Source: an optimization exercise on an open RTL-to-GDS flow (aim: small area). Production flows keep margins and buffers that such runs may drop.
Only simulation tests tie the RTL to the original design; equivalence was not proved.
Power and IR drop assume default switching activity.

## flow/design.v

```verilog
`timescale 1ns/1ns
package cpu8_core_pkg;
    localparam int data_w    = 8;
    localparam int num_regs  = 8;
    localparam int reg_idx_w = $clog2(num_regs);
    typedef logic [data_w-1:0]    data_t;
    typedef logic [reg_idx_w-1:0] reg_idx_t;
endpackage
`timescale 1ns/1ns
package cpu8_isa_pkg;
    localparam int cinstr_w = 14;
    typedef logic [cinstr_w-1:0] cinstr_t;
    localparam logic [3:0] c_add = 4'b0000;
    localparam logic [3:0] c_sub = 4'b0001;
    localparam logic [3:0] c_and = 4'b0010;
    localparam logic [3:0] c_or  = 4'b0011;
    localparam logic [3:0] c_mul = 4'b0100;
    localparam logic [3:0] c_sll = 4'b1000;
    localparam logic [3:0] c_srl = 4'b1001;
    localparam logic [3:0] c_sra = 4'b1010;
    localparam logic [3:0] c_ror = 4'b1011;
endpackage
`timescale 1ns/1ns
module control_unit (
    input  logic [31:0]           word,
    output cpu8_isa_pkg::cinstr_t enc
);
    logic [7:0] op;
    logic [2:0] rd, rs1, rs2;
    logic [5:0] off;
    logic [7:0] imm;
    assign op  = word[31:24];
    assign rd  = word[18:16];
    assign off = word[21:16];
    assign rs1 = word[10:8];
    assign rs2 = word[2:0];
    assign imm = word[7:0];
    function automatic logic [13:0] alu_form(input logic [3:0] c,
                                             input logic [2:0] a,
                                             input logic [2:0] b);
        alu_form = {1'b0, c[3:2], rd, c[1:0], a, b};
    endfunction
    always_comb begin
        case (op)
            8'd0:    enc = alu_form(cpu8_isa_pkg::c_add, rs1, rs2);
            8'd1:    enc = alu_form(cpu8_isa_pkg::c_sub, rs1, rs2);
            8'd2:    enc = alu_form(cpu8_isa_pkg::c_and, rs1, rs2);
            8'd3:    enc = alu_form(cpu8_isa_pkg::c_or,  rs1, rs2);
            8'd4:    enc = alu_form(cpu8_isa_pkg::c_or,  rs2, rs2);   
            8'd5:    enc = {1'b0, 2'b11, rd, imm};                    
            8'd6:    enc = {1'b1, 1'b0, off, 3'd0, 3'd0};             
            8'd7:    enc = {1'b1, 1'b0, off, rs1, rs2};               
            8'd8:    enc = {1'b1, 1'b1, off, rs1, rs2};               
            8'd9:    enc = alu_form(cpu8_isa_pkg::c_mul, rs1, rs2);
            8'd10:   enc = alu_form(cpu8_isa_pkg::c_sll, rs1, rs2);
            8'd11:   enc = alu_form(cpu8_isa_pkg::c_srl, rs1, rs2);
            8'd12:   enc = alu_form(cpu8_isa_pkg::c_sra, rs1, rs2);
            8'd13:   enc = alu_form(cpu8_isa_pkg::c_ror, rs1, rs2);
            default: enc = {1'b1, 1'b1, off, 3'd0, 3'd0};             
        endcase
    end
endmodule
`timescale 1ns/1ns
module mul8lo (
    input  logic [7:0] a,
    input  logic [7:0] b,
    output logic [7:0] p
);
    logic pp0_0, pp0_1, pp0_2, pp0_3, pp0_4, pp0_5, pp0_6, pp0_7, pp1_0, pp1_1, pp1_2, pp1_3, pp1_4, pp1_5, pp1_6, pp2_0, pp2_1, pp2_2, pp2_3, pp2_4, pp2_5, pp3_0, pp3_1, pp3_2, pp3_3, pp3_4, pp4_0, pp4_1, pp4_2, pp4_3, pp5_0, pp5_1, pp5_2, pp6_0, pp6_1, pp7_0, s0, c0, s1, c1, s2, c2, s3, c3, s4, c4, s5, c5, s6, c6, s7, c7, s8, c8, s9, c9, s10, c10, s11, c11, s12, c12, s13, c13, s14, c14, s15, c15, s16, c16, s17, c17, s18, c18, s19, c19, s20, c20, s21, c21, s22, c22, s23, c23, s24, c24, s25, c25, s26, c26, s27, c27;
    assign pp0_0 = a[0] & b[0];
    assign pp0_1 = a[1] & b[0];
    assign pp1_0 = a[0] & b[1];
    assign pp0_2 = a[2] & b[0];
    assign pp1_1 = a[1] & b[1];
    assign pp2_0 = a[0] & b[2];
    assign pp0_3 = a[3] & b[0];
    assign pp1_2 = a[2] & b[1];
    assign pp2_1 = a[1] & b[2];
    assign pp3_0 = a[0] & b[3];
    assign pp0_4 = a[4] & b[0];
    assign pp1_3 = a[3] & b[1];
    assign pp2_2 = a[2] & b[2];
    assign pp3_1 = a[1] & b[3];
    assign pp4_0 = a[0] & b[4];
    assign pp0_5 = a[5] & b[0];
    assign pp1_4 = a[4] & b[1];
    assign pp2_3 = a[3] & b[2];
    assign pp3_2 = a[2] & b[3];
    assign pp4_1 = a[1] & b[4];
    assign pp5_0 = a[0] & b[5];
    assign pp0_6 = a[6] & b[0];
    assign pp1_5 = a[5] & b[1];
    assign pp2_4 = a[4] & b[2];
    assign pp3_3 = a[3] & b[3];
    assign pp4_2 = a[2] & b[4];
    assign pp5_1 = a[1] & b[5];
    assign pp6_0 = a[0] & b[6];
    assign pp0_7 = a[7] & b[0];
    assign pp1_6 = a[6] & b[1];
    assign pp2_5 = a[5] & b[2];
    assign pp3_4 = a[4] & b[3];
    assign pp4_3 = a[3] & b[4];
    assign pp5_2 = a[2] & b[5];
    assign pp6_1 = a[1] & b[6];
    assign pp7_0 = a[0] & b[7];
    assign s0 = pp0_6 ^ pp1_5;
    assign c0 = pp0_6 & pp1_5;
    assign s1 = pp0_7 ^ pp1_6 ^ pp2_5;
    assign s2 = pp3_4 ^ pp4_3;
    assign s3 = pp0_4 ^ pp1_3;
    assign c3 = pp0_4 & pp1_3;
    assign s4 = pp0_5 ^ pp1_4 ^ pp2_3;
    assign c4 = (pp0_5 & pp1_4) | (pp0_5 & pp2_3) | (pp1_4 & pp2_3);
    assign s5 = pp3_2 ^ pp4_1;
    assign c5 = pp3_2 & pp4_1;
    assign s6 = pp2_4 ^ pp3_3 ^ pp4_2;
    assign c6 = (pp2_4 & pp3_3) | (pp2_4 & pp4_2) | (pp3_3 & pp4_2);
    assign s7 = pp5_1 ^ pp6_0 ^ s0;
    assign c7 = (pp5_1 & pp6_0) | (pp5_1 & s0) | (pp6_0 & s0);
    assign s8 = pp5_2 ^ pp6_1 ^ pp7_0;
    assign s9 = s1 ^ s2 ^ c0;
    assign s10 = pp0_3 ^ pp1_2;
    assign c10 = pp0_3 & pp1_2;
    assign s11 = pp2_2 ^ pp3_1 ^ pp4_0;
    assign c11 = (pp2_2 & pp3_1) | (pp2_2 & pp4_0) | (pp3_1 & pp4_0);
    assign s12 = pp5_0 ^ s4 ^ s5;
    assign c12 = (pp5_0 & s4) | (pp5_0 & s5) | (s4 & s5);
    assign s13 = s6 ^ s7 ^ c4;
    assign c13 = (s6 & s7) | (s6 & c4) | (s7 & c4);
    assign s14 = s8 ^ s9 ^ c6;
    assign s15 = pp0_2 ^ pp1_1;
    assign c15 = pp0_2 & pp1_1;
    assign s16 = pp2_1 ^ pp3_0 ^ s10;
    assign c16 = (pp2_1 & pp3_0) | (pp2_1 & s10) | (pp3_0 & s10);
    assign s17 = s3 ^ s11 ^ c10;
    assign c17 = (s3 & s11) | (s3 & c10) | (s11 & c10);
    assign s18 = c3 ^ s12 ^ c11;
    assign c18 = (c3 & s12) | (c3 & c11) | (s12 & c11);
    assign s19 = c5 ^ s13 ^ c12;
    assign c19 = (c5 & s13) | (c5 & c12) | (s13 & c12);
    assign s20 = c7 ^ s14 ^ c13;
    assign s21 = pp0_1 ^ pp1_0;
    assign c21 = pp0_1 & pp1_0;
    assign s22 = pp2_0 ^ s15 ^ c21;
    assign c22 = (pp2_0 & s15) | (pp2_0 & c21) | (s15 & c21);
    assign s23 = s16 ^ c15 ^ c22;
    assign c23 = (s16 & c15) | (s16 & c22) | (c15 & c22);
    assign s24 = s17 ^ c16 ^ c23;
    assign c24 = (s17 & c16) | (s17 & c23) | (c16 & c23);
    assign s25 = s18 ^ c17 ^ c24;
    assign c25 = (s18 & c17) | (s18 & c24) | (c17 & c24);
    assign s26 = s19 ^ c18 ^ c25;
    assign c26 = (s19 & c18) | (s19 & c25) | (c18 & c25);
    assign s27 = s20 ^ c19 ^ c26;
    assign p = {s27, s26, s25, s24, s23, s22, s21, pp0_0};
endmodule
module alu (
    input  cpu8_isa_pkg::cinstr_t e,
    input  cpu8_core_pkg::data_t  a,
    input  cpu8_core_pkg::data_t  b,
    output cpu8_core_pkg::data_t  result,
    output logic                  zero
);
    logic       sub;
    logic [2:0] s, amt;
    logic       is_sll, is_sra, is_ror;
    cpu8_core_pkg::data_t sum, prod, rot, shifted, logic_r;
    logic [7:0] valid;
    assign sub = e[13] | ({e[12:11], e[7:6]} == cpu8_isa_pkg::c_sub);
    always_comb begin
        logic c, bb;
        c = sub;
        for (int k = 0; k < 8; k++) begin
            bb     = b[k] ^ sub;
            sum[k] = a[k] ^ bb ^ c;
            c      = (a[k] & bb) | (a[k] & c) | (bb & c);
        end
    end
    assign zero = (sum == '0);
    assign logic_r = (a & b) | ({8{e[6]}} & (a | b));
    mul8lo u_mul (.a(a), .b(b), .p(prod));
    assign s      = e[2:0];
    assign is_sll = (e[7:6] == 2'b00);
    assign is_sra = (e[7:6] == 2'b10);
    assign is_ror = (e[7:6] == 2'b11);
    assign amt    = is_sll ? 3'(-s) : s;
    assign rot    = 8'({a, a} >> amt);
    always_comb begin
        for (int k = 0; k < 8; k++) begin
            valid[k]   = is_ror | (is_sll ? (k >= s) : (k <= 7 - s));
            shifted[k] = valid[k] ? rot[k] : (is_sra & a[7]);
        end
    end
    always_comb begin
        case (e[12:11])
            2'b00:   result = e[7] ? logic_r : sum;
            2'b01:   result = prod;
            2'b10:   result = shifted;
            default: result = e[7:0];   
        endcase
    end
endmodule
`timescale 1ns/1ns
module reg_file (
    input  logic [63:0]             regs,   
    input  cpu8_core_pkg::reg_idx_t raddr1,
    input  cpu8_core_pkg::reg_idx_t raddr2,
    output cpu8_core_pkg::data_t    rdata1,
    output cpu8_core_pkg::data_t    rdata2
);
    logic [7:0] sel1, sel2;
    always_comb begin
        for (int j = 0; j < 8; j++) begin
            sel1[j] = (raddr1 == j);
            sel2[j] = (raddr2 == j);
        end
    end
    for (genvar b = 0; b < 8; b++) begin : g_bit
        logic [7:0] d;
        for (genvar j = 0; j < 8; j++) begin : g_r
            assign d[j] = regs[8*j + b];
        end
        sel8 u_r1 (.s(sel1), .d(d), .y(rdata1[b]));
        sel8 u_r2 (.s(sel2), .d(d), .y(rdata2[b]));
    end
endmodule
`timescale 1ns/1ns
module pc_unit (
    input  logic [5:0] pc,
    input  logic       taken,
    input  logic [5:0] offset,
    output logic [5:0] pc_next
);
    always_comb begin
        logic c, x;
        c = 1'b1;
        for (int k = 0; k < 6; k++) begin
            x          = offset[k] & taken;
            pc_next[k] = pc[k] ^ x ^ c;
            c          = (pc[k] & x) | (pc[k] & c) | (x & c);
        end
    end
endmodule
`timescale 1ns/1ns
module aoi222 (
    input  logic [2:0] s,
    input  logic [2:0] d,
    output logic       y_n
);
    assign y_n = ~|(d & s);
endmodule
module sel8 (
    input  logic [7:0] s,
    input  logic [7:0] d,
    output logic       y
);
    logic [1:0] t_n;
    aoi222 u_0 (.s(s[2:0]), .d(d[2:0]), .y_n(t_n[0]));
    aoi222 u_1 (.s(s[5:3]), .d(d[5:3]), .y_n(t_n[1]));
    assign y = ~&t_n | |(d[7:6] & s[7:6]);
endmodule
module sel64 (
    input  logic [63:0] s,
    input  logic [63:0] d,
    output logic        y
);
    logic [21:0] t_n;
    for (genvar i = 0; i < 21; i++) begin : g_aoi
        aoi222 u_aoi (.s(s[3*i +: 3]), .d(d[3*i +: 3]), .y_n(t_n[i]));
    end
    assign t_n[21] = ~(s[63] & d[63]);
    assign y = ~&t_n;
endmodule
module instr_mem #(
    parameter int w = cpu8_isa_pkg::cinstr_w
) (
    input  logic [64*w-1:0] words,   
    input  logic [5:0]      raddr,
    output logic [w-1:0]    rdata
);
    logic [63:0] sel;
    always_comb begin
        for (int i = 0; i < 64; i++) begin
            sel[i] = (raddr == i);
        end
    end
    for (genvar b = 0; b < w; b++) begin : g_bit
        logic [63:0] d;
        for (genvar i = 0; i < 64; i++) begin : g_w
            assign d[i] = words[w*i + b];
        end
        sel64 u_sel (.s(sel), .d(d), .y(rdata[b]));
    end
endmodule
`timescale 1ns/1ns
module cpu8_top #(
    parameter int imem_depth = 64
) (
    input  logic                          clk,
    input  logic                          rst_n,
    input  logic                          run,
    input  logic                          prog_we,
    input  logic [$clog2(imem_depth)-1:0] prog_addr,
    input  logic [31:0]                   prog_data,
    output logic                          retire,
    output logic [$clog2(imem_depth)-1:0] pc,
    output logic                          wb_en,
    output logic [2:0]                    wb_reg,
    output logic [7:0]                    wb_data
);
    localparam int w = cpu8_isa_pkg::cinstr_w;
    cpu8_isa_pkg::cinstr_t enc;
    cpu8_isa_pkg::cinstr_t e;
    cpu8_core_pkg::data_t  rdata1;
    cpu8_core_pkg::data_t  rdata2;
    cpu8_core_pkg::data_t  alu_result;
    logic                  alu_zero;
    logic                  rf_we;
    logic                  taken;
    logic [5:0]            pc_next;
    logic [w-1:0] mem [0:63];
    logic [64*w-1:0] mem_flat;
    logic [7:0] regs [0:7];
    logic [63:0] regs_flat;
    always_ff @(posedge clk) begin
        if (prog_we && !run) begin   
            mem[prog_addr] <= enc;
        end
    end
    always_ff @(posedge clk) begin
        for (int i = 0; i < 8; i++) begin
            if (!rst_n || (rf_we && e[10:8] == i)) begin
                regs[i] <= alu_result & {8{rst_n}};
            end
        end
    end
    always_ff @(posedge clk) begin
        if (!rst_n) begin
            pc <= '0;
        end else if (run) begin
            pc <= pc_next;
        end
    end
    always_comb begin
        for (int i = 0; i < 64; i++) mem_flat[w*i +: w] = mem[i];
        for (int i = 0; i < 8; i++)  regs_flat[8*i +: 8] = regs[i];
    end
    control_unit u_enc (
        .word (prog_data),
        .enc  (enc)
    );
    instr_mem u_imem (
        .words (mem_flat),
        .raddr (pc),
        .rdata (e)
    );
    assign rf_we = run & ~e[13];
    assign taken = e[13] & (e[12] ^ alu_zero);
    reg_file u_rf (
        .regs   (regs_flat),
        .raddr1 (e[5:3]),
        .raddr2 (e[2:0]),
        .rdata1 (rdata1),
        .rdata2 (rdata2)
    );
    alu u_alu (
        .e      (e),
        .a      (rdata1),
        .b      (rdata2),
        .result (alu_result),
        .zero   (alu_zero)
    );
    pc_unit u_pc (
        .pc      (pc),
        .taken   (taken),
        .offset  (e[11:6]),
        .pc_next (pc_next)
    );
    assign retire  = run;
    assign wb_en   = rf_we;
    assign wb_reg  = e[10:8];
    assign wb_data = alu_result;
endmodule
```

## flow/flow/run.sh

```bash
#!/bin/bash
# The standard layout (the standard.sh: unchanged synthesis, floorplan,
# power grid, placement and routing) with two changes:
#  - ports are buffered with the smallest buffer instead of clkdlybuf4s50_1,
#  - clock tree sinks are clustered 30 to a buffer within 70 um, without
#    dummy loads.
# make's output goes to standard_make.log; each ORFS step keeps its own log
# under orfs/logs/.
set -euo pipefail
export BUFFER_PORTS_ARGS="-buffer_cell sky130_fd_sc_hd__buf_1"
export CTS_ARGS="-sink_clustering_enable -repair_clock_nets -dont_use_dummy_load -sink_clustering_size 30 -sink_clustering_max_diameter 70"
bash standard.sh > standard_make.log 2>&1
```

## flow/standard.sh

```bash
#!/bin/bash
# synth_recipe.tcl (not shown) runs the flow's synth.tcl, then flattens the netlist and writes it again
# the make line also repeats each setting of config.mk as NAME=value (left out here)
make -C /OpenROAD-flow-scripts/flow DESIGN_CONFIG=/design/flow/config.mk WORK_HOME=/design/flow/orfs CLKGATE_MAP_FILE= SYNTH_SCRIPT=/design/flow/synth_recipe.tcl "${@:-finish}"
```

## flow/config.mk

```make
export PLATFORM = sky130hd
export DESIGN_NAME = cpu8_top
export DESIGN_NICKNAME = cpu8_top
export VERILOG_FILES = /design/flow/design.v
export SDC_FILE = /design/flow/constraint.sdc
export NUM_CORES = 4
export LEC_CHECK = 0
export CAP_MARGIN = 20
export CORE_MARGIN = 2
export CORE_UTILIZATION = 75
export SETUP_SLACK_MARGIN = 0.3
export SLEW_MARGIN = 20
export SYNTH_HIERARCHICAL = 1
export SYNTH_MINIMUM_KEEP_SIZE = 0
```

## flow/constraint.sdc

```tcl
create_clock -name core_clock -period 12.5 [get_ports {clk}]
set_input_delay 2.5000 -clock core_clock [delete_from_list [all_inputs] [get_ports {clk}]]
set_output_delay 2.5000 -clock core_clock [all_outputs]
set_load 0.01 [all_outputs]
```

==> flow_metrics.py, run 1 <==
metrics = {
    "final_layout": {
        "area_delta_synth_final_pct": 8.05,
        "final_cell_count_no_fill": 2838,
        "finalNetCount": 2256,
        "fill_cells": 2358,
        "drive_gt1_frac": 0.110,
    },
    "setup_path": {
        "cp.arrival_ns": 9.42,
        "path_class": "flip-flop to primary output",
        "crit_path_max_incr_delay_ns": 0.91,
        "critPathRequiredTime_ns": 10.00,
        "cp_common_cell": "fa_1",
        "crit_path_end_kind": "primary output",
        "cp_max_fo": 26,
        "slowest_stage": "nor2_1",
        "critPathLaunchType": "flip-flop",
    },
    "synth": {
        "yosysWarnings": 13,
        "syn_avg_cell_area_um2": 18.2,
        "synth-seq-cells": 966,
        "synth_enable_flop_cells": 960,
        "syn_nets": 2144,
        "synthCells": 2062,
        "ys_types": 71,
        "seq_area_frac_synth": 0.773,
        "syn-cell-area_um2": 37500,
        "synth_top_flop_cell": "edfxtp_1",
        "synthArstFlopShare": 0,
    },
    "min_path": {
        "hp-class": "flip-flop to flip-flop",
    },
    "clock_network": {
        "cts_buffers": 41,
        "cts.htree.levels": 2,
        "cts_tree": "yes",
        "clk_latency_ns": 0.63,
        "clockRootBuffer": "clkbuf_16",
        "cts_setup_buffers": 0,
        "clk_path_buf_depth": 3,
        "path_clk_slew_ns": 0.11,
        "cts.sinks": 966,
    },
    "sta": {
        "period_needed_ns": 11.92,
        "slew_viol_final": 0,
        "period_share": 0.953,
        "rsz0062_at_grt": "no",
        "hold_viol": 0,
        "setup-violations-final": 0,
        "tns_ns": 0,
        "worstMarginPinSlew_ns": 1.22,
        "slew_headroom": 0.186,
        "fmax_ghz": 0.0839,
        "finClkSkew_ns": 0.0991,
    },
    "power_and_ir_drop": {
        "cellLeakagePower_nw": 12.6,
        "finalPower_mw": 6.29,
        "peakVddDrop_mv": 0.182,
        "power_density_nw_per_um2": 155,
    },
    "job": {
        "drv_cap": 0,
    },
    "floorplan": {
        "die-width_um": 227,
        "ios": 61,
        "core_um2": 49200,
        "dieHeight_um": 227,
        "rows": 81,
        "initial_core_util": 0.762,
        "die-area_um2": 51700,
    },
    "route": {
        "vias_per_cell": 7.95,
        "route.detailed.drc": 0,
        "post_drt_wl_per_cell_um": 33.0,
        "firstDrtPassIters": 14,
        "drt_iter0_markers": 4917,
        "antenna_left": 0,
        "routed_wl_mm": 93.7,
        "via_count": 22556,
    },
    "grt": {
        "antenna_found_initial": 2,
        "grt_pass1_vias": 21083,
        "grt_max_degree": 70,
        "grt_pass1_wl_mm": 135,
        "overflow": 0,
        "use_met3": 0.0658,
        "met1_usage": 0.511,
        "met2_usage": 0.583,
        "busiest_layer": "met2",
        "grt_usage": 0.365,
    },
    "place": {
        "hpwl_mm": 57.9,
        "gp_congestion": 0.916,
        "port_buffers": 53,
        "placedCellCount": 2791,
    },
    "status": {
        "outcome": "no timing/DRC/antenna violations",
    },
}
[worst max-delay path: cells and delay by family (launching register included)]
family / cells / cell delay [ns]
flip-flops: 1 / 0.54
AO/OA/AOI/OAI: 5 / 1.24
AND/OR/NAND/NOR: 9 / 2.86
adder cells (fa/ha/maj): 5 / 2.22
buffers and inverters: 6 / 1.11
XOR/XNOR: 4 / 0.82
[routing by layer]
metal  wire length [µm]  vias to the layer above
met2              46100                     1877
met3              12500                      246
met5                  0                        -
met4               3980                        0
met1              31100                    11206
li1                   -                     9227
[modules after synthesis (local to each module, per instance)]
module        cells  flip-flops and latches
cpu8_top       1108                     966
alu             200                       0
mul8lo           94                       0
instr_mem        95                       0
control_unit     45                       0
pc_unit          20                       0
reg_file         16                       0
sel64             9                       0
sel8              2                       0
aoi222            1                       0
[power by group]
group	total (mW)	internal [mW]	switching, mW	leakage [nW]
combinational	1.08	0.388	0.696	3.77
clock	1.47	0.591	0.875	0.505
sequential	3.74	3.69	0.0525	8.33
[state kept, by name, indices dropped and copies added, names as in the netlist]
name and cells:
mem 896, pc 6, regs 64
[worst paths after layout]
check                           from            endpoint  slack, ns  cells past startpoint
setup reg to reg  pc[2]$_SDFFE_PN0P_  pc[5]$_SDFFE_PN0P_       1.77                     39
hold / removal    pc[1]$_SDFFE_PN0P_  pc[1]$_SDFFE_PN0P_       0.66                      2
setup / recovery  pc[2]$_SDFFE_PN0P_          wb_data[7]       0.58                     29
hold reg to reg   pc[1]$_SDFFE_PN0P_  pc[1]$_SDFFE_PN0P_       0.66                      2
[layout by cell type (no fill, tap or decap), types with 5 or more instances in the layout]
master	synthesis	final
a211oi_1	16	16
a21oi_1	15	15
a222oi_1	326	326
a22oi_1	19	19
a31oi_1	5	5
and2_1	37	34
and3b_2	6	6
buf_1	1	53
buf_4	10	78
clkbuf_16	0	41
edfxtp_1	960	960
fa_1	25	25
ha_1	15	15
inv_1	40	40
mux2i_1	32	32
nand2_1	61	60
nand2b_1	11	9
nand3_1	35	34
nand3b_1	8	8
nand4_1	58	58
nand4bb_1	6	6
nor2_1	81	74
nor2_2	0	7
nor2b_1	11	11
nor3_1	40	5
nor3_2	29	10
nor3_4	0	54
nor3b_1	10	9
nor4_1	15	9
nor4_2	0	6
o21ai_0	29	27
o221ai_1	5	5
o22ai_1	5	5
o31ai_1	7	7
xnor2_1	16	16
xor2_1	9	9
[cell families (layout without fill, tap and decap cells)]
| kind of cell | after synthesis | in the layout | share of synthesized area |
|---|---|---|---|
| AO/OA/AOI/OAI | 451 | 451 | 0.111 |
| other | 0 | 2 | 0 |
| AND/OR/NAND/NOR | 436 | 436 | 0.0673 |
| multiplexers | 38 | 38 | 0.0113 |
| buffers and inverters | 104 | 214 | 0.0128 |
| flip-flops | 966 | 966 | 0.773 |
| XOR/XNOR | 26 | 26 | 0.00645 |
| adder cells (fa/ha/maj) | 41 | 41 | 0.0186 |
[area by class of cell]
cell class / count / area, µm² / share of cell area
antenna: 2 / 5.00 / 0.000124
clock buffer: 41 / 1030 / 0.0254
inverter: 41 / 154 / 0.00380
multi-input combinational: 992 / 8710 / 0.215
sequential: 966 / 29000 / 0.715
tap: 664 / 831 / 0.0205
timing repair buffer: 132 / 796 / 0.0197
[metrics by stage]
| step | instance area (µm²) | hold WS, ns | setup WS, ns | util |
|---|---|---|---|---|
| 6_report | 40500 | 0.655 | 0.583 | 0.823 |
| 2_1_floorplan | 37500 | 0.586 | 3.23 | - |
| 4_1_cts | 40100 | 0.634 | 0.512 | 0.815 |
| 5_1_grt | 40500 | 0.700 | 0.333 | 0.823 |
| 3_3_place_gp | 39000 | 0.591 | 1.33 | 0.793 |
| 3_5_place_dp | 39000 | 0.614 | 1.18 | 0.794 |
[synth_stat cells (19+ instances only)]
library cell	instances	area, µm²
a222oi_1	326	3260
a22oi_1	19	143
and2_1	37	231
clkbuf_1	31	116
edfxtp_1	960	28800
fa_1	25	500
inv_1	40	150
mux2i_1	32	320
nand2_1	61	229
nand3_1	35	175
nand4_1	58	363
nor2_1	81	304
nor3_1	40	200
nor3_2	29	290
o21ai_0	29	145
[repair_timing]
| action | 4_1_cts | 5_1_grt |
|---|---|---|
| hold buffers | 0 | 0 |
| hold endpoints to repair | 0 | 0 |
| endpoints found under the setup margin | 0 | 1 |
| gates resized for setup | 0 | 14 |
==> run 2, diff against run 1 <==
--- a/flow/design.v
+++ b/flow/design.v
@@ -156,15 +156,8 @@
 endmodule
-module alu (
-    input  cpu8_isa_pkg::cinstr_t e,
-    input  cpu8_core_pkg::data_t  a,
-    input  cpu8_core_pkg::data_t  b,
-    output cpu8_core_pkg::data_t  result,
-    output logic                  zero
+module add8 (
+    input  cpu8_core_pkg::data_t a,
+    input  cpu8_core_pkg::data_t b,
+    input  logic                 sub,
+    output cpu8_core_pkg::data_t sum
 );
-    logic       sub;
-    logic [2:0] s, amt;
-    logic       is_sll, is_sra, is_ror;
-    cpu8_core_pkg::data_t sum, prod, rot, shifted, logic_r;
-    logic [7:0] valid;
-    assign sub = e[13] | ({e[12:11], e[7:6]} == cpu8_isa_pkg::c_sub);
     always_comb begin
@@ -178,20 +171,58 @@
     end
-    assign zero = (sum == '0);
-    assign logic_r = (a & b) | ({8{e[6]}} & (a | b));
-    mul8lo u_mul (.a(a), .b(b), .p(prod));
-    assign s      = e[2:0];
-    assign is_sll = (e[7:6] == 2'b00);
-    assign is_sra = (e[7:6] == 2'b10);
-    assign is_ror = (e[7:6] == 2'b11);
+endmodule
+module ror8 (
+    input  cpu8_core_pkg::data_t a,
+    input  logic [2:0]           amt,
+    output cpu8_core_pkg::data_t y
+);
+    cpu8_core_pkg::data_t r1, r2;
+    assign r1 = amt[0] ? {a[0], a[7:1]} : a;
+    assign r2 = amt[1] ? {r1[1:0], r1[7:2]} : r1;
+    assign y  = amt[2] ? {r2[3:0], r2[7:4]} : r2;
+endmodule
+module shifter (
+    input  cpu8_core_pkg::data_t a,
+    input  logic [2:0]           s,
+    input  logic [1:0]           mode,
+    output cpu8_core_pkg::data_t y
+);
+    logic       is_sll, is_sra, is_ror;
+    logic [2:0] amt;
+    cpu8_core_pkg::data_t rot;
+    logic [7:0] keep_l, keep_r;
+    assign is_sll = (mode == 2'd0);
+    assign is_sra = (mode == 2'd2);
+    assign is_ror = (mode == 2'd3);
     assign amt    = is_sll ? 3'(-s) : s;
-    assign rot    = 8'({a, a} >> amt);
+    ror8 u_rot (.a(a), .amt(amt), .y(rot));
     always_comb begin
         for (int k = 0; k < 8; k++) begin
-            valid[k]   = is_ror | (is_sll ? (k >= s) : (k <= 7 - s));
-            shifted[k] = valid[k] ? rot[k] : (is_sra & a[7]);
+            keep_l[k] = (k >= s);       
+            keep_r[k] = (k <= 7 - s);   
+        end
+        for (int k = 0; k < 8; k++) begin
+            if (is_ror || (is_sll ? keep_l[k] : keep_r[k])) y[k] = rot[k];
+            else                                              y[k] = is_sra & a[7];
         end
     end
+endmodule
+module alu (
+    input  cpu8_isa_pkg::cinstr_t e,
+    input  cpu8_core_pkg::data_t  a,
+    input  cpu8_core_pkg::data_t  b,
+    output cpu8_core_pkg::data_t  result,
+    output logic                  zero
+);
+    logic sub;
+    cpu8_core_pkg::data_t sum, prod, shifted, logic_r, arith;
+    assign sub = e[13] | ({e[12:11], e[7:6]} == cpu8_isa_pkg::c_sub);
+    add8 u_add (.a(a), .b(b), .sub(sub), .sum(sum));
+    assign zero = (sum == '0);
+    assign logic_r = (a & b) | ({8{e[6]}} & (a | b));
+    assign arith   = e[7] ? logic_r : sum;
+    mul8lo u_mul (.a(a), .b(b), .p(prod));
+    shifter u_sh (.a(a), .s(e[2:0]), .mode(e[7:6]), .y(shifted));
     always_comb begin
         case (e[12:11])
-            2'b00:   result = e[7] ? logic_r : sum;
+            2'b00:   result = arith;
             2'b01:   result = prod;
@@ -251,2 +282,9 @@
 endmodule
+module nor2 (
+    input  logic a,
+    input  logic b,
+    output logic y
+);
+    assign y = ~(a | b);
+endmodule
 module sel8 (
@@ -280,8 +318,13 @@
 );
+    logic [7:0]  row_n, col_n;
     logic [63:0] sel;
     always_comb begin
-        for (int i = 0; i < 64; i++) begin
-            sel[i] = (raddr == i);
+        for (int j = 0; j < 8; j++) begin
+            row_n[j] = ~(raddr[5:3] == j);
+            col_n[j] = ~(raddr[2:0] == j);
         end
     end
+    for (genvar i = 0; i < 64; i++) begin : g_sel
+        nor2 u_sel (.a(row_n[i / 8]), .b(col_n[i % 8]), .y(sel[i]));
+    end
     for (genvar b = 0; b < w; b++) begin : g_bit
@@ -324,5 +367,18 @@
     logic [63:0] regs_flat;
+    logic [7:0]  row_n, col_n;
+    logic [63:0] mem_we;
+    always_comb begin
+        for (int j = 0; j < 8; j++) begin
+            row_n[j] = ~(prog_we && !run && prog_addr[5:3] == j);   
+            col_n[j] = ~(prog_addr[2:0] == j);
+        end
+    end
+    for (genvar i = 0; i < 64; i++) begin : g_we
+        nor2 u_we (.a(row_n[i / 8]), .b(col_n[i % 8]), .y(mem_we[i]));
+    end
     always_ff @(posedge clk) begin
-        if (prog_we && !run) begin   
-            mem[prog_addr] <= enc;
+        for (int i = 0; i < 64; i++) begin
+            if (mem_we[i]) begin
+                mem[i] <= enc;
+            end
         end
--- a/flow/config.mk
+++ b/flow/config.mk
@@ -10,3 +10,3 @@
 export CORE_UTILIZATION = 75
-export SETUP_SLACK_MARGIN = 0.3
+export SETUP_SLACK_MARGIN = 0.2
 export SLEW_MARGIN = 20
==> run 2 against run 1 <==
  * Still clean
  * Cell count fell by 0.35%
  * Core utilization fell by 0.93 points
  * Routed wire length fell by 2.0%
  * First-iteration DRC count rose by 8.9%
  * Clock skew fell by 0.037 ns
  * Critical path type unchanged
  * Critical endpoint unchanged
==> flow_metrics.py, run 2 <==
metrics = {
    "setup_path": {
        "critPathLaunchType": "flip-flop",
        "reg2reg_to": "pc[5]$_SDFFE_PN0P_",
        "cp_max_fo": 14,
        "critPathCapture": "wb_data[7]",
        "rrSetupSlack_ns": 0.96,
        "crit_path_end_kind": "primary output",
        "critPathRequiredTime_ns": 10.00,
        "reg2reg_depth": 37,
        "path_class": "flip-flop to primary output",
        "r2r_start": "pc[2]$_SDFFE_PN0P_",
        "cp.arrival_ns": 9.60,
        "startpoint": "pc[2]$_SDFFE_PN0P_",
    },
    "final_layout": {
        "drive_gt1_frac": 0.113,
        "layout_commonest_cell": "edfxtp_1",
        "largest_reg_flops": 896,
        "regArea_um2": 28900,
        "final_cell_mix": "edfxtp_1 (960), a222oi_1 (326), nor2_1 (108)",
        "reg.largest.list": "mem: 896 flops, regs: 64 flops, pc: 6 flops",
        "area_delta_synth_final_pct": 7.24,
        "fill_cells": 2428,
        "utilization": 0.814,
        "multi_input_area_um2": 7980,
        "largest_register": "mem",
        "finalNetCount": 2242,
    },
    "place": {
        "port_buffers": 53,
        "gp_congestion": 0.937,
        "hpwl_mm": 57.4,
    },
    "min_path": {
        "hp-class": "flip-flop to flip-flop",
    },
    "clock_network": {
        "path_clk_slew_ns": 0.10,
        "cts_buffers": 39,
        "cts.sinks": 966,
        "clk_path_buf_depth": 3,
        "cts_tree": "yes",
        "clk_latency_ns": 0.61,
        "clockRootBuffer": "clkbuf_16",
        "cts.htree.levels": 2,
    },
    "sta": {
        "setup-violations-final": 0,
        "slew_viol_final": 0,
        "worstMarginPinSlew_ns": 1.21,
        "tns_ns": 0,
        "holdWs_ns": 0.685,
        "hold_viol": 0,
        "period_share": 0.968,
        "period_needed_ns": 12.10,
        "rsz0062_at_grt": "no",
        "slew_headroom": 0.189,
        "finClkSkew_ns": 0.0623,
        "fmax_ghz": 0.0826,
    },
    "synth": {
        "synth_top_flop_cell": "edfxtp_1",
        "yosys-top-cells-area": "edfxtp_1 (78%), a222oi_1 (8.8%), nor2_1 (1.4%)",
        "seq_area_frac_synth": 0.779,
        "synth_top_area_frac": 0.776,
        "yosysTopAreaCell": "edfxtp_1",
        "synth.most_common_cell": "edfxtp_1",
        "synth_enable_flop_cells": 960,
        "syn-cell-area_um2": 37200,
        "yosysWarnings": 16,
        "synth-seq-cells": 966,
        "synth_commonest_cells": "edfxtp_1 (960), a222oi_1 (326), nor2_1 (140)",
        "synthArstFlopShare": 0,
        "syn_avg_cell_area_um2": 18.6,
        "synthCells": 2002,
        "ys_types": 78,
        "syn_nets": 2081,
    },
    "power_and_ir_drop": {
        "power_density_nw_per_um2": 156,
        "cellLeakagePower_nw": 12.1,
        "peakVddDrop_mv": 0.152,
    },
    "status": {
        "outcome": "no timing/DRC/antenna violations",
    },
    "grt": {
        "overflow": 0,
        "grt_usage": 0.364,
        "grt_pass1_wl_mm": 132,
        "antenna_found_initial": 2,
        "grt_max_degree": 65,
        "grt_pass1_vias": 20336,
    },
    "route": {
        "via_count": 21921,
        "firstDrtPassIters": 13,
        "route.detailed.drc": 0,
        "drt_iter0_markers": 5353,
        "vias_per_cell": 7.75,
        "routed_wl_mm": 91.8,
        "antenna_left": 0,
        "post_drt_wl_per_cell_um": 32.5,
    },
    "floorplan": {
        "die-width_um": 227,
        "die-area_um2": 51300,
        "ios": 61,
        "dieHeight_um": 227,
        "core_um2": 49000,
        "initial_core_util": 0.759,
        "rows": 81,
    },
    "job": {
        "drv_cap": 0,
    },
}
[run 2: cell types whose count changed after synthesis, moves of 17 or more]
cell      change
nor2_1       +59
clkbuf_1     -27
nor3_1       -37
mux2i_1      -23
nor3_2       -27
buf_2        -17
[run 2: layout make-up]
class | count | area share
antenna | 3 | 0.000188
clock buffer | 39 | 0.0245
inverter | 44 | 0.00414
multi-input combinational | 962 | 0.200
sequential | 966 | 0.726
tap | 664 | 0.0208
timing repair buffer | 150 | 0.0237
[run 2: worst max-delay path, stage by stage, from the launching register on]
cell      delay, ns
dfxtp_1        0.53
or3b_1         0.66
nor2_1         0.45
a222oi_1       0.63
nand4_1        0.33
nor4_1         0.83
nand2_1        0.27
nor3b_1        0.83
a222oi_1       0.25
nand3_1        0.40
and2_2         0.23
ha_1           0.24
fa_1           0.49
inv_1          0.05
fa_1           0.49
inv_1          0.05
fa_1           0.48
fa_1           0.45
xnor2_1        0.22
xnor2_1        0.16
xnor2_1        0.15
xnor3_1        0.24
mux2_2         0.27
nand2_1        0.08
o41ai_2        0.09
buf_1          0.15
[run 2: where the power goes]
part           leakage (nW)  internal [mW]  switching [mW]
clock network         0.481          0.564           0.859
registers              8.33           3.67          0.0452
logic                  3.33          0.424           0.633
total                  12.1           4.66            1.54
[run 2: cell families after synthesis]
logic type,count (synthesis),share of synthesized area
multiplexers,40,0.0157
buffers and inverters,74,0.0109
XOR/XNOR,26,0.00670
AND/OR/NAND/NOR,428,0.0607
AO/OA/AOI/OAI,423,0.107
flip-flops,966,0.779
adder cells (fa/ha/maj),45,0.0197
[run 2: worst min-delay path by stage]
| stage | from | endpoint | depth (start not counted) |
|---|---|---|---|
| 6_report | pc[0]$_SDFFE_PN0P_ | pc[0]$_SDFFE_PN0P_ | 2 |
| 3_3_place_gp | pc[2]$_SDFFE_PN0P_ | pc[2]$_SDFFE_PN0P_ | 2 |
| 5_1_grt | pc[2]$_SDFFE_PN0P_ | pc[2]$_SDFFE_PN0P_ | 2 |
| 3_5_place_dp | pc[0]$_SDFFE_PN0P_ | pc[0]$_SDFFE_PN0P_ | 2 |
| 2_1_floorplan | pc[2]$_SDFFE_PN0P_ | pc[2]$_SDFFE_PN0P_ | 2 |
| 4_1_cts | pc[0]$_SDFFE_PN0P_ | pc[0]$_SDFFE_PN0P_ | 2 |
[run 2: repair_timing]
action                                  CTS  global route
hold buffers                              0             0
endpoints found under the setup margin    0             1
resized for setup                         0             3
buffers inserted                          0             3
[run 2: modules after synthesis, one instance, submodules excluded, a selection]
| module | area (µm²) | times used | flops+latches |
|---|---|---|---|
| shifter | 464 | 1 | 0 |
| pc_unit | 166 | 1 | 0 |
| reg_file | 130 | 1 | 0 |
| ror8 | 327 | 1 | 0 |
| aoi222 | 10.0 | 326 | 0 |
| cpu8_top | 29300 | 1 | 966 |
| sel64 | 51.3 | 14 | 0 |
[run 2: routing by layer]
layer | track usage | share of wire | up-vias
met3 | 0.0651 | 0.14 | 181
met2 | 0.572 | 0.48 | 1829
li1 | - | - | 9055
met5 | 0 | 0.000087 | -
met1 | 0.532 | 0.35 | 10854
met4 | 0.120 | 0.036 | 2
[run 2: stage by stage]
stage | area [µm²] | cells | total power, mW | setup slack, ns
2_1_floorplan | 37200 | 2002 | 4.59 | 3.24
6_report | 39800 | 2828 | 6.20 | 0.396
5_1_grt | 39800 | 2825 | 6.41 | 0.268
4_1_cts | 39800 | 2821 | 6.19 | 0.449
3_5_place_dp | 38800 | 2782 | 4.83 | 1.05
3_3_place_gp | 38700 | 2776 | 4.80 | 1.24
==> run 3, diff against run 2 <==
--- a/flow/config.mk
+++ b/flow/config.mk
@@ -7,3 +7,3 @@
 export LEC_CHECK = 0
-export CAP_MARGIN = 20
+export CAP_MARGIN = 5
 export CORE_MARGIN = 2
@@ -11,3 +11,3 @@
 export SETUP_SLACK_MARGIN = 0.2
-export SLEW_MARGIN = 20
+export SLEW_MARGIN = 5
 export SYNTH_HIERARCHICAL = 1
==> run 3 against run 2 <==
  * Routed wire length about the same
  * Highest routed layer is now met4
  * Still clean on timing, DRC and antenna
  * Combinational power about the same
  * Count of clock-buffer cells in the layout did not move
  * Maximum frequency increased by 0.59%
  * Power barely moved
  * Flip-flop and latch count did not move
  * First-iteration DRC count down 6.5%
  * Clock skew decreased by 0.0074 ns
  * Sequential share of layout area rose by 0.17 points
  * Hold slack better by 0.0094 ns
  * Global-route usage down 0.13 points
  * Via count decreased by 0.26%
==> flow_metrics.py, run 3 <==
metrics = {
    "status": {
        "outcome": "no timing/DRC/antenna violations",
    },
    "synth": {
        "synth_xor_xnor_area_share": 0.00670,
        "synthSimpleGateAreaFrac": 0.0607,
        "syn_nets": 2081,
        "syn_avg_cell_area_um2": 18.6,
        "synth_top_flop_cell": "edfxtp_1",
        "synthArstFlopShare": 0,
        "synth_top_area_frac": 0.776,
        "syn-cell-area_um2": 37200,
        "ys_types": 78,
        "synth.most_common_cell": "edfxtp_1",
        "synthMuxAreaShare": 0.0157,
        "yosys-top-cells-area": "edfxtp_1 (78%), a222oi_1 (8.8%), nor2_1 (1.4%)",
        "yosys.area_share.adder": 0.0197,
        "synth_compound_area_frac": 0.107,
        "seq_area_frac_synth": 0.779,
        "synth-seq-cells": 966,
        "synthCells": 2002,
        "synth_commonest_cells": "edfxtp_1 (960), a222oi_1 (326), nor2_1 (140)",
        "synth_enable_flop_cells": 960,
        "yosysTopAreaCell": "edfxtp_1",
        "synth_top_family_by_area": "compound AO/OA/AOI/OAI gates",
        "yosysWarnings": 16,
    },
    "setup_path": {
        "startpoint": "pc[2]$_SDFFE_PN0P_",
        "crit_path_end_kind": "primary output",
        "slowest_stage": "or3b_1",
        "critPathLaunchType": "flip-flop",
        "critPathRequiredTime_ns": 10.00,
        "cp_top_family": "simple AND/OR/NAND/NOR gates",
        "rrSetupSlack_ns": 1.12,
        "cp_max_fo": 14,
        "crit_buf_inv": 3,
        "r2r_start": "pc[0]$_SDFFE_PN0P_",
        "crit_path_max_incr_delay_ns": 0.65,
        "cp_common_cell": "fa_1",
        "path_class": "flip-flop to primary output",
        "cp.arrival_ns": 9.53,
    },
    "floorplan": {
        "rows": 81,
        "die-area_um2": 51300,
        "dieHeight_um": 227,
        "ios": 61,
        "initial_core_util": 0.759,
        "core_um2": 49000,
        "die-width_um": 227,
    },
    "route": {
        "wl_met3_mm": 12.9,
        "routed_wl_mm": 91.7,
        "top_layer": "met4",
        "antenna_left": 0,
        "firstDrtPassIters": 14,
        "route.detailed.drc": 0,
        "drt_iter0_markers": 5006,
        "via_count": 21864,
        "post_drt_wl_per_cell_um": 32.5,
        "wl_met2_mm": 43.9,
        "wl_met1_mm": 31.6,
        "vias_per_cell": 7.74,
    },
    "final_layout": {
        "largest_register": "mem",
        "drive_gt1_frac": 0.101,
        "area_delta_synth_final_pct": 6.99,
        "layout_commonest_cell": "edfxtp_1",
        "utilization": 0.812,
        "final_cell_mix": "edfxtp_1 (960), a222oi_1 (326), nor2_1 (131)",
        "multi_input_area_um2": 7930,
        "finalNetCount": 2236,
        "fill_cells": 2478,
        "largest_reg_flops": 896,
        "regArea_um2": 28900,
        "reg.largest.list": "mem: 896 flops, regs: 64 flops, pc: 6 flops",
    },
    "clock_network": {
        "clk_latency_ns": 0.61,
        "cts_tree": "yes",
        "clockRootBuffer": "clkbuf_16",
        "cts_buffers": 39,
        "path_clk_slew_ns": 0.09,
        "hold_buffers": 0,
        "cts.htree.levels": 2,
        "cts.sinks": 966,
        "clk_path_buf_depth": 3,
    },
    "sta": {
        "slew_viol_final": 0,
        "slew_headroom": 0.134,
        "rsz0062_at_grt": "no",
        "fmax_ghz": 0.0831,
        "tns_ns": 0,
        "worstMarginPinSlew_ns": 1.29,
        "hold_viol": 0,
        "setup-violations-final": 0,
        "period_share": 0.963,
        "finClkSkew_ns": 0.0549,
        "period_needed_ns": 12.03,
    },
    "grt": {
        "grt_pass1_wl_mm": 132,
        "antenna_found_initial": 2,
        "grt_max_degree": 65,
        "grt_pass1_vias": 20252,
        "grt_usage": 0.363,
        "overflow": 0,
    },
    "job": {
        "drv_cap": 0,
    },
    "min_path": {
        "hp-class": "flip-flop to flip-flop",
        "hold_start": "pc[2]$_SDFFE_PN0P_",
    },
    "place": {
        "hpwl_mm": 57.4,
        "port_buffers": 53,
        "gp_congestion": 0.937,
    },
    "power_and_ir_drop": {
        "cellLeakagePower_nw": 12.1,
        "peakVddDrop_mv": 0.142,
        "power_density_nw_per_um2": 156,
    },
}
[run 3: layout make-up]
class | instances | area share
clock buffers | 39 | 0.0246
multi-input cells | 962 | 0.199
diodes | 5 | 0.000315
repair buffers | 144 | 0.0225
flip-flops and latches | 966 | 0.728
inverters | 44 | 0.00415
well taps | 664 | 0.0209
[run 3: logic make-up (layout without fill, tap and decap cells)]
| logic type | after synthesis | in the layout |
|---|---|---|
| XOR/XNOR | 26 | 26 |
| multiplexers | 40 | 40 |
| buffers and inverters | 74 | 227 |
| AND/OR/NAND/NOR | 428 | 428 |
| AO/OA/AOI/OAI | 423 | 423 |
| flip-flops | 966 | 966 |
| other | 0 | 5 |
| adder cells (fa/ha/maj) | 45 | 45 |
[run 3: per-stage QoR]
step | power (mW) | std cells | instance area [µm²] | hold WS [ns] | setup WS, ns
3_3_place_gp | 4.80 | 2776 | 38700 | 0.632 | 1.24
2_1_floorplan | 4.59 | 2002 | 37200 | 0.621 | 3.24
6_report | 6.20 | 2824 | 39800 | 0.694 | 0.467
5_1_grt | 6.41 | 2819 | 39700 | 0.723 | 0.283
4_1_cts | 6.19 | 2815 | 39700 | 0.687 | 0.433
3_5_place_dp | 4.83 | 2776 | 38700 | 0.675 | 1.07
[run 3: path summary, 6_finish.rpt]
kind	end	cells past startpoint
hold reg to reg	pc[2]$_SDFFE_PN0P_	2
setup reg to reg	pc[5]$_SDFFE_PN0P_	37
setup / recovery	wb_data[7]	25
hold / removal	pc[2]$_SDFFE_PN0P_	2
[run 3: power breakdown]
part | switching, mW | total, mW | internal, mW
Clock | 0.863 | 1.43 | 0.564
Sequential | 0.0458 | 3.72 | 3.67
Combinational | 0.632 | 1.05 | 0.422
[run 3: worst min-delay path, delay by kind of cell, from the launching register on]
kind             cells  cell delay, ns
DFF                  1            0.42
and+or+nand+nor      1            0.06
muxes                1            0.17
[run 3: per-module statistics from Yosys, one instance, submodules excluded, a selection]
module | times used | flops+latches
cpu8_top | 1 | 966
shifter | 1 | 0
sel64 | 14 | 0
ror8 | 1 | 0
sel8 | 16 | 0
alu | 1 | 0
[run 3: timing repair]
| action | CTS | global route |
|---|---|---|
| endpoints found under the setup margin | 0 | 2 |
| gates resized for setup | 0 | 5 |
| buffers inserted | 0 | 1 |
[run 3: routing by layer]
metal,vias up,global-route usage
li1,9040,-
met3,199,0.0724
met2,1763,0.562
met4,0,0.115
met1,10862,0.534
met5,-,0
==> run 4, diff against run 3 <==
--- a/flow/design.v
+++ b/flow/design.v
@@ -172,12 +172,2 @@
 endmodule
-module ror8 (
-    input  cpu8_core_pkg::data_t a,
-    input  logic [2:0]           amt,
-    output cpu8_core_pkg::data_t y
-);
-    cpu8_core_pkg::data_t r1, r2;
-    assign r1 = amt[0] ? {a[0], a[7:1]} : a;
-    assign r2 = amt[1] ? {r1[1:0], r1[7:2]} : r1;
-    assign y  = amt[2] ? {r2[3:0], r2[7:4]} : r2;
-endmodule
 module shifter (
@@ -188,20 +178,22 @@
 );
-    logic       is_sll, is_sra, is_ror;
-    logic [2:0] amt;
-    cpu8_core_pkg::data_t rot;
-    logic [7:0] keep_l, keep_r;
+    logic is_sll, is_ror, fill;
+    cpu8_core_pkg::data_t x, r1, r2, r3;
     assign is_sll = (mode == 2'd0);
-    assign is_sra = (mode == 2'd2);
     assign is_ror = (mode == 2'd3);
-    assign amt    = is_sll ? 3'(-s) : s;
-    ror8 u_rot (.a(a), .amt(amt), .y(rot));
+    assign fill   = (mode == 2'd2) & a[7];
     always_comb begin
+        for (int k = 0; k < 8; k++) x[k] = is_sll ? a[7-k] : a[k];
+        for (int k = 0; k < 8; k++) begin
+            if (k < 7) r1[k] = s[0] ? x[k+1] : x[k];
+            else       r1[k] = s[0] ? ((is_ror & x[0]) | fill) : x[k];
+        end
         for (int k = 0; k < 8; k++) begin
-            keep_l[k] = (k >= s);       
-            keep_r[k] = (k <= 7 - s);   
+            if (k < 6) r2[k] = s[1] ? r1[k+2] : r1[k];
+            else       r2[k] = s[1] ? ((is_ror & r1[k-6]) | fill) : r1[k];
         end
         for (int k = 0; k < 8; k++) begin
-            if (is_ror || (is_sll ? keep_l[k] : keep_r[k])) y[k] = rot[k];
-            else                                              y[k] = is_sra & a[7];
+            if (k < 4) r3[k] = s[2] ? r2[k+4] : r2[k];
+            else       r3[k] = s[2] ? ((is_ror & r2[k-4]) | fill) : r2[k];
         end
+        for (int k = 0; k < 8; k++) y[k] = is_sll ? r3[7-k] : r3[k];
     end
--- a/flow/config.mk
+++ b/flow/config.mk
@@ -7,7 +7,7 @@
 export LEC_CHECK = 0
-export CAP_MARGIN = 5
+export CAP_MARGIN = 20
 export CORE_MARGIN = 2
 export CORE_UTILIZATION = 75
-export SETUP_SLACK_MARGIN = 0.2
-export SLEW_MARGIN = 5
+export SETUP_SLACK_MARGIN = 0.15
+export SLEW_MARGIN = 20
 export SYNTH_HIERARCHICAL = 1
==> run 4 against run 3 <==
  * Highest routed layer is now met5
  * Routed wire length up 2.8%
  * Power rose by 0.55%
  * First-iteration DRC count fell by 6.3%
  * Setup slack worse by 0.13 ns
  * Combinational power is essentially flat
  * Global-route usage grew 0.87 points
==> flow_metrics.py, run 4 <==
metrics = {
    "clock_network": {
        "cts_buffers": 40,
        "cts_tree": "yes",
        "clk_latency_ns": 0.61,
        "cts.sinks": 966,
        "clk_path_buf_depth": 3,
        "path_clk_slew_ns": 0.11,
        "hold_buffers": 0,
        "clockRootBuffer": "clkbuf_16",
        "cts.htree.levels": 2,
    },
    "floorplan": {
        "die-area_um2": 51200,
        "dieHeight_um": 226,
        "die-width_um": 226,
        "initial_core_util": 0.758,
        "ios": 61,
        "core_um2": 48800,
        "rows": 81,
    },
    "sta": {
        "slew_headroom": 0.233,
        "setup_ws_ns": 0.342,
        "slew_viol_final": 0,
        "setup-violations-final": 0,
        "worstMarginPinSlew_ns": 1.15,
        "rsz0062_at_grt": "no",
        "tns_ns": 0,
        "period_needed_ns": 12.16,
        "fmax_ghz": 0.0822,
        "period_share": 0.973,
        "hold_viol": 0,
        "finClkSkew_ns": 0.0641,
    },
    "synth": {
        "ys_types": 72,
        "synth.most_common_cell": "edfxtp_1",
        "synth-seq-cells": 966,
        "syn_avg_cell_area_um2": 18.3,
        "syn-cell-area_um2": 37000,
        "synth_top_flop_cell": "edfxtp_1",
        "yosysWarnings": 16,
        "seq_area_frac_synth": 0.781,
        "synth_top_area_frac": 0.778,
        "syn_nets": 2097,
        "yosys-top-cells-area": "edfxtp_1 (78%), a222oi_1 (8.8%), nor2_1 (1.5%)",
        "synthCells": 2023,
        "synth_enable_flop_cells": 960,
        "yosysTopAreaCell": "edfxtp_1",
        "synth_commonest_cells": "edfxtp_1 (960), a222oi_1 (326), nor2_1 (148)",
        "synthArstFlopShare": 0,
    },
    "route": {
        "firstDrtPassIters": 13,
        "top_layer": "met5",
        "route.detailed.drc": 0,
        "wl_met1_mm": 32.2,
        "routed_wl_mm": 94.3,
        "wl_met2_mm": 44.4,
        "vias_per_cell": 7.80,
        "antenna_left": 0,
        "wl_met3_mm": 13.9,
        "post_drt_wl_per_cell_um": 32.9,
        "drt_iter0_markers": 4689,
        "via_count": 22343,
    },
    "grt": {
        "grt_pass1_vias": 20882,
        "overflow": 0,
        "grt_pass1_wl_mm": 135,
        "grt_max_degree": 70,
        "grt_usage": 0.371,
        "antenna_found_initial": 7,
    },
    "final_layout": {
        "finalNetCount": 2275,
        "utilization": 0.818,
        "fill_cells": 2477,
        "reg.largest.list": "mem: 896 flops, regs: 64 flops, pc: 6 flops",
        "layout_commonest_cell": "edfxtp_1",
        "largest_register": "mem",
        "drive_gt1_frac": 0.114,
        "final_cell_count_no_fill": 2866,
        "area_delta_synth_final_pct": 7.88,
        "final_cell_mix": "edfxtp_1 (960), a222oi_1 (326), nor2_1 (126)",
        "largest_reg_flops": 896,
    },
    "place": {
        "port_buffers": 53,
        "pre_cts_ws_ns": 0.867,
        "placedCellCount": 2818,
        "hpwl_mm": 60.0,
        "gp_congestion": 0.933,
    },
    "min_path": {
        "hp-class": "flip-flop to flip-flop",
    },
    "job": {
        "drv_cap": 0,
    },
    "setup_path": {
        "critPathLaunchType": "flip-flop",
        "cp_max_fo": 20,
        "cp.arrival_ns": 9.66,
        "crit_path_end_kind": "primary output",
        "critPathRequiredTime_ns": 10.00,
        "path_class": "flip-flop to primary output",
    },
    "status": {
        "outcome": "no timing/DRC/antenna violations",
    },
    "power_and_ir_drop": {
        "finalPower_mw": 6.24,
        "cellLeakagePower_nw": 12.2,
        "power_density_nw_per_um2": 156,
        "peakVddDrop_mv": 0.166,
    },
}
run 4: final timing paths:
| kind | start | end | slack, ns | cells after the start |
|---|---|---|---|---|
| setup / recovery | pc[2]$_SDFFE_PN0P_ | wb_data[7] | 0.34 | 27 |
| hold reg to reg | pc[0]$_SDFFE_PN0P_ | pc[0]$_SDFFE_PN0P_ | 0.66 | 2 |
| hold / removal | pc[0]$_SDFFE_PN0P_ | pc[0]$_SDFFE_PN0P_ | 0.66 | 2 |
| setup reg to reg | pc[2]$_SDFFE_PN0P_ | pc[5]$_SDFFE_PN0P_ | 1.23 | 39 |
run 4: per-stage QoR:
stage | cell area [µm²] | hold slack (ns)
finish | 40000 | 0.661
global route | 40000 | 0.700
CTS | 39800 | 0.653
detailed placement | 38800 | 0.638
global placement | 38800 | 0.612
floorplan | 37000 | 0.621
run 4: metal layers:
layer / global-route usage / up-vias
met2: 0.578 / 1907
met3: 0.0963 / 258
met1: 0.523 / 11006
li1: - / 9166
met5: 0 / -
met4: 0.129 / 6
run 4: cell families after synthesis:
group,count (synthesis),synth area share
flip-flops,966,0.781
AO/OA/AOI/OAI,443,0.111
AND/OR/NAND/NOR,442,0.0620
buffers and inverters,73,0.00962
adder cells (fa/ha/maj),40,0.0181
multiplexers,33,0.0116
XOR/XNOR,26,0.00672
run 4: what timing repair did:
action | in CTS | in global routing
resized for setup | 0 | 10
endpoints found under the setup margin | 0 | 2
setup buffers | 0 | 5
run 4: final cells by class:
cell class                 count  area, µm²  area share
antenna                        3       7.51    0.000188
clock buffer                  40       1000      0.0250
multi-input combinational    984       7950       0.199
inverter                      41        154     0.00385
tap                          664        831      0.0208
sequential                   966      28900       0.724
timing repair buffer         168       1070      0.0269
run 4: power breakdown:
part,switching [mW],internal [mW]
Combinational,0.652,0.409
Clock,0.873,0.578
Sequential,0.0483,3.67
Total,1.57,4.66
run 4: critical path, cell delays in order, from the launching register on:
cell	delay, ns
dfxtp_1	0.54
or3b_1	0.57
nor2_1	0.28
buf_4	0.25
a222oi_1	0.40
nand4_1	0.36
nor4_1	0.66
nand2_1	0.32
buf_4	0.30
nor3_2	0.60
a222oi_1	0.24
nand3_1	0.43
and2_1	0.20
ha_1	0.26
fa_1	0.54
inv_1	0.06
fa_1	0.51
inv_1	0.05
fa_1	0.50
fa_1	0.39
xor2_1	0.16
xnor2_1	0.19
xnor2_1	0.14
xnor3_1	0.39
mux2_2	0.26
nand2_1	0.08
o41ai_2	0.15
buf_1	0.18
run 4: Yosys stat by module, one instance, submodules excluded, a selection:
module / times used / cells inside
cpu8_top: 1 / 1029
mul8lo: 1 / 94
shifter: 1 / 101
pc_unit: 1 / 20
reg_file: 1 / 16
instr_mem: 1 / 16
aoi222: 326 / 1
nor2: 128 / 1

-- what the ideal ports hide --
The flow's constraints put no driver on any port. The routed layouts listed below were extracted and timed again, unchanged, in two steps. Step 1 (the two cells are an assumption about what drives the block):
set clk [get_ports {clk}]
set_driving_cell -lib_cell sky130_fd_sc_hd__clkbuf_16 $clk
set_driving_cell -lib_cell sky130_fd_sc_hd__buf_2 [delete_from_list [all_inputs] $clk]
Step 2 moves the port delays by t, midway between the first and last clock arrival at a register: inputs arrive t later, outputs are due t later. That takes back most of the time a late clock gives input paths. Three values: ideal, step 1, step 2; two values: the first two.
run	shift t [ns]	setup slack, ns	hold slack, ns	worst setup path after step 2	cell pins on the clock port's net
run 1	0.639	0.583 / 0.521 / 1.160	0.655 / 0.655 / 0.655	register to output	1
run 2	0.645	0.396 / 0.335 / 0.956	0.685 / 0.685 / 0.685	register to register	1
run 3	0.645	0.467 / 0.409 / 1.053	0.694 / 0.694 / 0.694	register to output	1
run 4	0.646	0.342 / 0.278 / 0.924	0.661 / 0.661 / 0.661	register to output	1
After both steps setup and hold are still met in every run listed.
